What follows belongs to an exercise in optimizing a design on an open flow for a short achievable clock period and few clock cycles; a production flow would make more cautious choices. Function was checked by simulation only, so behaviour that the tests miss may differ from the original. The flow treats the clock pin as an ideal source, which a real chip does not have.

==> inputs of run B <==
==> flow/design.v (excerpt) <==
module simt_core #(
    parameter int WARPS   = 4,
    parameter int THREADS = 4
) (
    input  logic                                 clk,
    input  logic                                 reset,
    input  logic                                 start,
    input  logic [2:0]                           cfg_num_warps,
    input  logic [9:0]                           cfg_base_addr,
    output logic                                 done,
    output logic                                 imem_valid,
    output logic [9:0]                           imem_addr,
    input  logic                                 imem_ready,
    input  logic [31:0]                          imem_data,
    output logic [THREADS-1:0]                   store_valid,
    output logic [THREADS*12-1:0]                store_addr,
    output logic [THREADS*32-1:0]                store_data
);
    localparam int QN = 12;                 
    logic        launch;
    logic        capture;
    logic [3:0]  warp_live;
    logic        room;
    logic        drained;
    logic [7:1]  d_rs1_oh, d_rs2_oh, d_rd_oh;
    logic        d_a_zero, d_b_inv, d_b_imm, d_b_reg, d_setlt, d_store, d_finish;
    logic [3:0]  d_logic_oh;
    instr_decoder u_dec (
        .instr     (imem_data),
        .rs1_oh    (d_rs1_oh),
        .rs2_oh    (d_rs2_oh),
        .rd_oh     (d_rd_oh),
        .a_zero (d_a_zero),
        .logic_oh  (d_logic_oh),
        .b_inv     (d_b_inv),
        .b_imm     (d_b_imm),
        .b_reg     (d_b_reg),
        .setlt     (d_setlt),
        .store     (d_store),
        .finish    (d_finish)
    );
    logic        r_valid;
    logic [7:1]  r_rs1_oh, r_rs2_oh, r_rd_oh;
    logic        r_a_zero, r_b_inv, r_b_imm, r_b_reg, r_setlt, r_store;
    logic [3:0]  r_logic_oh;
    logic [31:0] r_imm;
    always_ff @(posedge clk) begin
        r_rs1_oh    <= d_rs1_oh;
        r_rs2_oh    <= d_rs2_oh;
        r_rd_oh     <= d_rd_oh;
        r_a_zero <= d_a_zero;
        r_logic_oh  <= d_logic_oh;
        r_b_inv     <= d_b_inv;
        r_b_imm     <= d_b_imm;
  ...
export LEC_CHECK = 0
export CAP_MARGIN = 20
export CORE_MARGIN = 2
export CORE_UTILIZATION = 40
export SLEW_MARGIN = 20
create_clock -name core_clock -period 10.0 [get_ports {clk}]
standard.sh (not shown) runs the stock make flow with config.mk's settings and CLKGATE_MAP_FILE= SYNTH_SCRIPT=/design/flow/synth_recipe.tcl, a recipe that flattens the netlist after the stock synthesis.
==> flow/flow/run.sh <==
#!/bin/bash
set -euo pipefail
bash standard.sh synth > synth.log 2>&1
bash standard.sh SETUP_SLACK_MARGIN=6.5 TNS_END_PERCENT=10 \
    PRE_CTS_TCL="$PWD/flow/pre_cts.tcl" finish > layout.log 2>&1
==> flow/flow/pre_cts.tcl <==
# Before clock tree synthesis: put the register that drives each output
# port's buffer next to that buffer, and the buffer (made a buf_4) next to
# its pin, so the path from the register to the port is short. Then legalize.
set block [ord::get_db_block]
set moved 0
foreach bterm [$block getBTerms] {
  if {[$bterm getIoType] ne "OUTPUT"} { continue }
  set net [$bterm getNet]
  if {$net eq "NULL"} { continue }
  set buf ""
  foreach it [$net getITerms] {
    if {[$it isOutputSignal]} { set buf [$it getInst] }
  }
  if {$buf eq ""} { continue }
  # the pin's position
  set pins [$bterm getBPins]
  if {[llength $pins] == 0} { continue }
  set box [[lindex $pins 0] getBBox]
  set px [expr {([$box xMin] + [$box xMax]) / 2}]
  set py [expr {([$box yMin] + [$box yMax]) / 2}]
  # the register behind the buffer
  set reg ""
  foreach it [$buf getITerms] {
    if {[$it isInputSignal]} {
      set n [$it getNet]
      if {$n eq "NULL"} { continue }
      foreach d [$n getITerms] {
        if {[$d isOutputSignal]} {
          set m [[$d getInst] getMaster]
          if {[string match "*df*" [$m getName]]} { set reg [$d getInst] }
        }
      }
    }
  }
  # place the buffer, then the register, a little inside the core from the pin
  set core [$block getCoreArea]
  set cx [expr {min(max($px, [$core xMin]), [$core xMax] - 20000)}]
  set cy [expr {min(max($py, [$core yMin]), [$core yMax] - 20000)}]
  # a buffer strong enough for the port's load
  if {[[$buf getMaster] getName] ne "sky130_fd_sc_hd__buf_4"} {
    replace_cell [$buf getName] sky130_fd_sc_hd__buf_4
  }
  $buf setLocation $cx $cy
  $buf setPlacementStatus PLACED
  if {$reg ne ""} {
    $reg setLocation $cx $cy
    $reg setPlacementStatus PLACED
    incr moved
  }
}
puts "pre_cts: moved $moved output registers next to their port buffers"
detailed_placement
check_placement
==> run G: changes against run B <==
--- a/flow/design.v
+++ b/flow/design.v
@@ -79,55 +79,51 @@
     assign capture = imem_valid && imem_ready;
     assign cap_fin = capture && imem_finish;
     always_ff @(posedge clk or negedge reset) begin
         if (!reset) begin
             running    <= 1'b0;
             fin_seen   <= 1'b0;
             done       <= 1'b0;
             imem_valid <= 1'b0;
+            imem_addr  <= '0;
             warp_live  <= '0;
         end else if (!running) begin
             if (start) begin
                 done <= (cfg_num_warps == 3'd0);
                 if (cfg_num_warps != 3'd0) begin
                     running    <= 1'b1;
                     fin_seen   <= 1'b0;
                     imem_valid <= 1'b1;
+                    imem_addr  <= cfg_base_addr;
                     warp_live  <= {cfg_num_warps >= 3'd4, cfg_num_warps >= 3'd3,
                                    cfg_num_warps >= 3'd2, 1'b1};
                 end
             end
         end else begin
             if (capture) begin
+                imem_addr  <= imem_addr + 10'd1;
                 imem_valid <= !imem_finish && room;
                 if (imem_finish) fin_seen <= 1'b1;
             end else if (!imem_valid && !fin_seen && room) begin
                 imem_valid <= 1'b1;
             end
             if ((cap_fin || fin_seen) && !r_busy && drained) begin
                 done    <= 1'b1;
                 running <= 1'b0;
             end
         end
     end
-    always_ff @(posedge clk) begin
-        if (!running) begin
-            if (start) imem_addr <= cfg_base_addr;
-        end else if (capture) begin
-            imem_addr <= imem_addr + 10'd1;
-        end
-    end
 endmodule
 module instr_decoder (
     input  logic [31:0] instr,
     output logic [7:1]  rs1_oh,     
     output logic [7:1]  rs2_oh,
     output logic [7:1]  rd_oh,      
-    output logic        a_zero,     
+    output logic        use_logic,  
     output logic [3:0]  logic_oh,   
     output logic        b_inv,      
     output logic        b_imm,      
     output logic        b_reg,      
     output logic        setlt,
     output logic        store,
     output logic        finish
 );
@@ -135,34 +131,34 @@
     logic       reg_we;
     assign opc = instr[31:28];
     always_comb begin
         for (int i = 1; i < 8; i++) begin
             rs1_oh[i] = (instr[24:22] == 3'(i));
             rs2_oh[i] = (instr[21:19] == 3'(i));
         end
         reg_we    = 1'b0;
-        a_zero    = 1'b0;
+        use_logic = 1'b0;
         logic_oh  = 4'b0000;
         b_inv     = 1'b0;
         b_imm     = 1'b0;
         b_reg     = 1'b0;
         setlt     = 1'b0;
         store     = 1'b0;
         finish    = 1'b0;
         case (opc)
             isa_pkg::OP_ADD:    begin reg_we = 1'b1; b_reg = 1'b1; end
             isa_pkg::OP_SUB:    begin reg_we = 1'b1; b_inv = 1'b1; end
-            isa_pkg::OP_AND:    begin reg_we = 1'b1; a_zero = 1'b1; logic_oh = 4'b0001; end
-            isa_pkg::OP_OR:     begin reg_we = 1'b1; a_zero = 1'b1; logic_oh = 4'b0010; end
-            isa_pkg::OP_XOR:    begin reg_we = 1'b1; a_zero = 1'b1; logic_oh = 4'b0100; end
+            isa_pkg::OP_AND:    begin reg_we = 1'b1; use_logic = 1'b1; logic_oh = 4'b0001; end
+            isa_pkg::OP_OR:     begin reg_we = 1'b1; use_logic = 1'b1; logic_oh = 4'b0010; end
+            isa_pkg::OP_XOR:    begin reg_we = 1'b1; use_logic = 1'b1; logic_oh = 4'b0100; end
             isa_pkg::OP_ADDI:   begin reg_we = 1'b1; b_imm = 1'b1; end
-            isa_pkg::OP_TID:    begin reg_we = 1'b1; a_zero = 1'b1; logic_oh = 4'b1000; end
+            isa_pkg::OP_TID:    begin reg_we = 1'b1; use_logic = 1'b1; logic_oh = 4'b1000; end
             isa_pkg::OP_SETLT:  begin setlt = 1'b1; b_inv = 1'b1; end
-            isa_pkg::OP_STORE:  begin store = 1'b1; a_zero = 1'b1; b_reg = 1'b1; end
+            isa_pkg::OP_STORE:  begin store = 1'b1; b_imm = 1'b1; end
             isa_pkg::OP_FINISH: finish = 1'b1;
             default: ;
         endcase
         for (int i = 1; i < 8; i++) begin
             rd_oh[i] = reg_we && (instr[27:25] == 3'(i));
         end
     end
 endmodule
@@ -173,40 +169,39 @@
     input  logic        reset,
     input  logic        launch,       
     input  logic        warp_live,    
     input  logic        r_valid,
     input  logic [7:1]  r_rs1_oh,
     input  logic [7:1]  r_rs2_oh,
     input  logic [31:0] r_imm,
     input  logic        r_reg_we,
-    input  logic        r_a_zero,
+    input  logic        r_use_logic,
     input  logic [3:0]  r_logic_oh,
     input  logic        r_b_inv,      
     input  logic        r_b_imm,
     input  logic        r_b_reg,
+    input  logic        r_store,
     input  logic        x_setlt,
     input  logic [7:1]  x_rd_oh,
-    input  logic [11:0] x_imm,
     output logic        mask,
     output logic [11:0] x_addr,
     output logic [31:0] x_data
 );
     logic [7:1][31:0] regs;
     logic [31:0] a;
     logic [31:0] b;
     logic [31:0] lres;
     logic [31:0] opa;
     logic [31:0] opb;
     logic [31:0] p;
     logic [31:0] g;
     logic [11:0] saddr;
     logic [31:0] xp;           
     logic [31:0] xg;           
-    logic [11:0] xsa;          
     logic        xa31;
     logic        xb31;
     logic        xwe;
     logic [31:0] sum;
     logic        lt;
     always_comb begin
         a = '0;
         b = '0;
@@ -214,28 +209,46 @@
             a = a | (regs[i] & {32{r_rs1_oh[i]}});
             b = b | (regs[i] & {32{r_rs2_oh[i]}});
         end
     end
     assign lres = ((a & b)    & {32{r_logic_oh[0]}})
                 | ((a | b)    & {32{r_logic_oh[1]}})
                 | ((a ^ b)    & {32{r_logic_oh[2]}})
                 | (32'(TID)   & {32{r_logic_oh[3]}});
-    assign opa = a & {32{!r_a_zero}};
+    assign opa = a & {32{!r_use_logic}};
     assign opb = lres | (~b & {32{r_b_inv}}) | (r_imm & {32{r_b_imm}}) | (b & {32{r_b_reg}});
     always_comb begin
         p = opa ^ opb;
         g = opa & opb;
         p[0] = opa[0] ^ opb[0] ^ r_b_inv;
         g[0] = (opa[0] & opb[0]) | ((opa[0] ^ opb[0]) & r_b_inv);
     end
+    always_comb begin
+        logic [11:0] sg, sp, gn, pn;
+        sg = a[11:0] & r_imm[11:0];
+        sp = a[11:0] ^ r_imm[11:0];
+        for (int l = 0; l < 4; l++) begin
+            for (int i = 0; i < 12; i++) begin
+                if (i >= (1 << l)) begin
+                    gn[i] = sg[i] | (sp[i] & sg[i - (1 << l)]);
+                    pn[i] = sp[i] & sp[i - (1 << l)];
+                end else begin
+                    gn[i] = sg[i];
+                    pn[i] = sp[i];
+                end
+            end
+            sg = gn;
+            sp = pn;
+        end
+        saddr = a[11:0] ^ r_imm[11:0] ^ {sg[10:0], 1'b0};
+    end
     always_ff @(posedge clk) begin
-        xp   <= p;
-        xg   <= g;
-        xsa  <= a[11:0];
+        xp   <= r_store ? b : p;
+        xg   <= r_store ? {20'd0, saddr} : g;
         xa31 <= opa[31];
         xb31 <= opb[31];
     end
     always_ff @(posedge clk or negedge reset) begin
         if (!reset) begin
             xwe <= 1'b0;
         end else begin
             xwe <= r_valid && r_reg_we && mask && warp_live;
@@ -263,36 +276,17 @@
     assign lt = (xa31 == xb31) ? xa31 : sum[31];
     always_ff @(posedge clk) begin
         for (int i = 1; i < 8; i++) begin
             if (xwe && x_rd_oh[i]) regs[i] <= sum;
         end
         if (launch)       mask <= 1'b1;
         else if (x_setlt) mask <= lt;
     end
-    always_comb begin
-        logic [11:0] sg, sp, gn, pn;
-        sg = xsa & x_imm;
-        sp = xsa ^ x_imm;
-        for (int l = 0; l < 4; l++) begin
-            for (int i = 0; i < 12; i++) begin
-                if (i >= (1 << l)) begin
-                    gn[i] = sg[i] | (sp[i] & sg[i - (1 << l)]);
-                    pn[i] = sp[i] & sp[i - (1 << l)];
-                end else begin
-                    gn[i] = sg[i];
-                    pn[i] = sp[i];
-                end
-            end
-            sg = gn;
-            sp = pn;
-        end
-        saddr = xsa ^ x_imm ^ {sg[10:0], 1'b0};
-    end
-    assign x_addr = saddr;
+    assign x_addr = xg[11:0];
     assign x_data = xp;
 endmodule
 module lane_collector #(
     parameter int N = 12             
 ) (
     input  logic              clk,
     input  logic              reset,
     input  logic [3:0]        r_group,
@@ -310,16 +304,18 @@
     logic [N-1:0]       hp;        
     logic [N-1:0]       tp;        
     logic [N:1]         th;        
     logic               qempty;
     logic [4:0]         pc_oh;     
     logic [3:0][3:0]    sel;       
     logic [3:0][43:0]   slot;
     logic [3:0]         sv;        
+    logic [3:0][43:0]   qs;        
+    logic [3:0]         qv;
     logic [43:0]        head;
     logic [N:1]         th_next;
     logic [8:0]         s_oh;      
     assign qempty = !th[1];
     function automatic logic [3:0] rank_oh(input logic [3:0] g, input int w);
         logic [3:0] r;
         r = 4'b0001;
         for (int i = 0; i < 4; i++) begin
@@ -351,16 +347,25 @@
     always_ff @(posedge clk) begin
         sel <= r_sel;
     end
     always_comb begin
         for (int s = 0; s < 4; s++) begin
             slot[s] = '0;
             for (int w = 0; w < 4; w++) slot[s] = slot[s] | ({g_addr[w], g_data[w]} & {44{sel[s][w]}});
         end
+        for (int j = 0; j < 4; j++) begin
+            if (qempty) begin
+                qs[j] = (j < 3) ? slot[(j + 1) % 4] : '0;
+                qv[j] = (j < 3) ? sv[(j + 1) % 4] : 1'b0;
+            end else begin
+                qs[j] = slot[j];
+                qv[j] = sv[j];
+            end
+        end
         head = '0;
         for (int e = 0; e < N; e++) head = head | (ent[e] & {44{hp[e]}});
     end
     function automatic logic thv(input logic [N:1] t, input int i);
         if (i <= 0)     thv = 1'b1;
         else if (i > N) thv = 1'b0;
         else            thv = t[i];
     endfunction
@@ -382,18 +387,18 @@
     always_ff @(posedge clk or negedge reset) begin
         if (!reset) begin
             th          <= '0;
             hp          <= N'(1);
             tp          <= N'(1);
             store_valid <= 1'b0;
         end else begin
             th          <= th_next;
-            if (!qempty || sv[0]) hp <= {hp[N-2:0], hp[N-1]};
-            case (sv)
+            if (!qempty) hp <= {hp[N-2:0], hp[N-1]};
+            case (qv)
                 4'b0001: tp <= {tp[N-2:0], tp[N-1]};
                 4'b0011: tp <= {tp[N-3:0], tp[N-1:N-2]};
                 4'b0111: tp <= {tp[N-4:0], tp[N-1:N-3]};
                 4'b1111: tp <= {tp[N-5:0], tp[N-1:N-4]};
                 default: ;
             endcase
             store_valid <= !qempty || sv[0];
         end
@@ -401,18 +406,18 @@
     always_ff @(posedge clk) begin
         {store_addr, store_data} <= qempty ? slot[0] : head;
         for (int e = 0; e < N; e++) begin
             logic        we;
             logic [43:0] d;
             we = 1'b0;
             d  = '0;
             for (int j = 0; j < 4; j++) begin
-                we = we | (sv[j] && tp[(e - j + N) % N]);
-                d  = d | (slot[j] & {44{tp[(e - j + N) % N]}});
+                we = we | (qv[j] && tp[(e - j + N) % N]);
+                d  = d | (qs[j] & {44{tp[(e - j + N) % N]}});
             end
             if (we) ent[e] <= d;
         end
     end
 endmodule
 module simt_core #(
     parameter int WARPS   = 4,
     parameter int THREADS = 4
@@ -433,42 +438,42 @@
 );
     localparam int QN = 12;                 
     logic        launch;
     logic        capture;
     logic [3:0]  warp_live;
     logic        room;
     logic        drained;
     logic [7:1]  d_rs1_oh, d_rs2_oh, d_rd_oh;
-    logic        d_a_zero, d_b_inv, d_b_imm, d_b_reg, d_setlt, d_store, d_finish;
+    logic        d_use_logic, d_b_inv, d_b_imm, d_b_reg, d_setlt, d_store, d_finish;
     logic [3:0]  d_logic_oh;
     instr_decoder u_dec (
         .instr     (imem_data),
         .rs1_oh    (d_rs1_oh),
         .rs2_oh    (d_rs2_oh),
         .rd_oh     (d_rd_oh),
-        .a_zero (d_a_zero),
+        .use_logic (d_use_logic),
         .logic_oh  (d_logic_oh),
         .b_inv     (d_b_inv),
         .b_imm     (d_b_imm),
         .b_reg     (d_b_reg),
         .setlt     (d_setlt),
         .store     (d_store),
         .finish    (d_finish)
     );
     logic        r_valid;
     logic [7:1]  r_rs1_oh, r_rs2_oh, r_rd_oh;
-    logic        r_a_zero, r_b_inv, r_b_imm, r_b_reg, r_setlt, r_store;
+    logic        r_use_logic, r_b_inv, r_b_imm, r_b_reg, r_setlt, r_store;
     logic [3:0]  r_logic_oh;
     logic [31:0] r_imm;
     always_ff @(posedge clk) begin
         r_rs1_oh    <= d_rs1_oh;
         r_rs2_oh    <= d_rs2_oh;
         r_rd_oh     <= d_rd_oh;
-        r_a_zero <= d_a_zero;
+        r_use_logic <= d_use_logic;
         r_logic_oh  <= d_logic_oh;
         r_b_inv     <= d_b_inv;
         r_b_imm     <= d_b_imm;
         r_b_reg     <= d_b_reg;
         r_setlt     <= d_setlt;
         r_store     <= d_store;
         r_imm       <= {{17{imem_data[14]}}, imem_data[14:0]};
     end
@@ -491,20 +496,18 @@
         .capture       (capture),
         .warp_live     (warp_live),
         .room          (room),
         .drained       (drained),
         .r_busy        (r_valid)
     );
     logic        x_setlt;
     logic [7:1]  x_rd_oh;
-    logic [11:0] x_imm;
     always_ff @(posedge clk) begin
         x_rd_oh <= r_rd_oh;
-        x_imm   <= r_imm[11:0];
     end
     always_ff @(posedge clk or negedge reset) begin
         if (!reset) x_setlt <= 1'b0;
         else        x_setlt <= r_valid && r_setlt;
     end
     logic [15:0]       mask;
     logic [15:0][11:0] x_addr;
     logic [15:0][31:0] x_data;
@@ -514,24 +517,24 @@
             .reset       (reset),
             .launch      (launch),
             .warp_live   (warp_live[t / 4]),
             .r_valid     (r_valid),
             .r_rs1_oh    (r_rs1_oh),
             .r_rs2_oh    (r_rs2_oh),
             .r_imm       (r_imm),
             .r_reg_we    (r_rd_oh != 7'd0),
-            .r_a_zero (r_a_zero),
+            .r_use_logic (r_use_logic),
             .r_logic_oh  (r_logic_oh),
             .r_b_inv     (r_b_inv),
             .r_b_imm     (r_b_imm),
             .r_b_reg     (r_b_reg),
+            .r_store     (r_store),
             .x_setlt     (x_setlt),
             .x_rd_oh     (x_rd_oh),
-            .x_imm       (x_imm),
             .mask        (mask[t]),
             .x_addr      (x_addr[t]),
             .x_data      (x_data[t])
         );
     end
     logic [3:0] room_st;
     logic [3:0] room_nost;
     logic [3:0] l_drains;
==> flow/run.sh (new file) <==
#!/bin/bash
# synth_recipe.tcl (not shown) runs the flow's synth.tcl, then flattens the netlist and writes it again
# the make line also repeats each setting of config.mk as NAME=value (left out here)
make -C /OpenROAD-flow-scripts/flow DESIGN_CONFIG=/design/flow/config.mk WORK_HOME=/design/flow/orfs CLKGATE_MAP_FILE= SYNTH_SCRIPT=/design/flow/synth_recipe.tcl finish
- SETUP_SLACK_MARGIN: default -> 5
removed: flow/flow/run.sh
removed: flow/flow/pre_cts.tcl
removed: flow/standard.sh
==> flow_metrics.tcl <==
set metrics [dict create \
    synth_seq_cells 7441 \
    syn-cell-area_mm2 0.382 \
    multiInputGateArea_mm2 0.159 \
    grt_pass1_vias 315000 \
    critical_path_cell_count 7 \
    status "no timing/DRC/antenna violations" \
    cts_resized 402 \
]
The numbers above come from run B.

==> flow_metrics.tcl <==
set metrics [dict create \
    syn-cell-area_mm2 0.391 \
    synth_seq_cells 7237 \
    critical_path_cell_count 15 \
    multiInputGateArea_mm2 0.169 \
    cts_resized 1 \
    check.faults "antenna rules" \
    ant_nets 4 \
    well_tap_count 13000 \
    grt_pass1_vias 326000 \
    status "finished with violations" \
]
The numbers above come from run G.

Testbench counts of run B, summed over its fixed seeds: cycles 8,743.
Testbench counts of run G, summed over its fixed seeds: cycles 8,743.

static timing again, ports no longer ideal:
No port has a modelled driver above. Below, the same layouts with a new extraction and two added sets of constraints.
Step 1: set_driving_cell puts a clkbuf_16 on clk and a buf_2 on each other input, an assumption about the parent block.
Step 2 times the ports against the registers' clock, not the clock port: input delays grow and output delays shrink by t, the midpoint of the rising clock arrivals with the driver on.
a / b / c = no drivers / after step 1 / after step 2; a / b = the first two.
run	t, ns	setup WS [ns]	clock arrival spread, ns
run B	1.263	5.997 / 5.997 / 4.888	0.094 / 0.095
run G	1.276	5.000 / 5.000 / 4.896	0.099 / 0.099
For run B, which loses most, drivers alone change the setup slack by 0.000 ns; drivers and shift together by -1.109 ns.
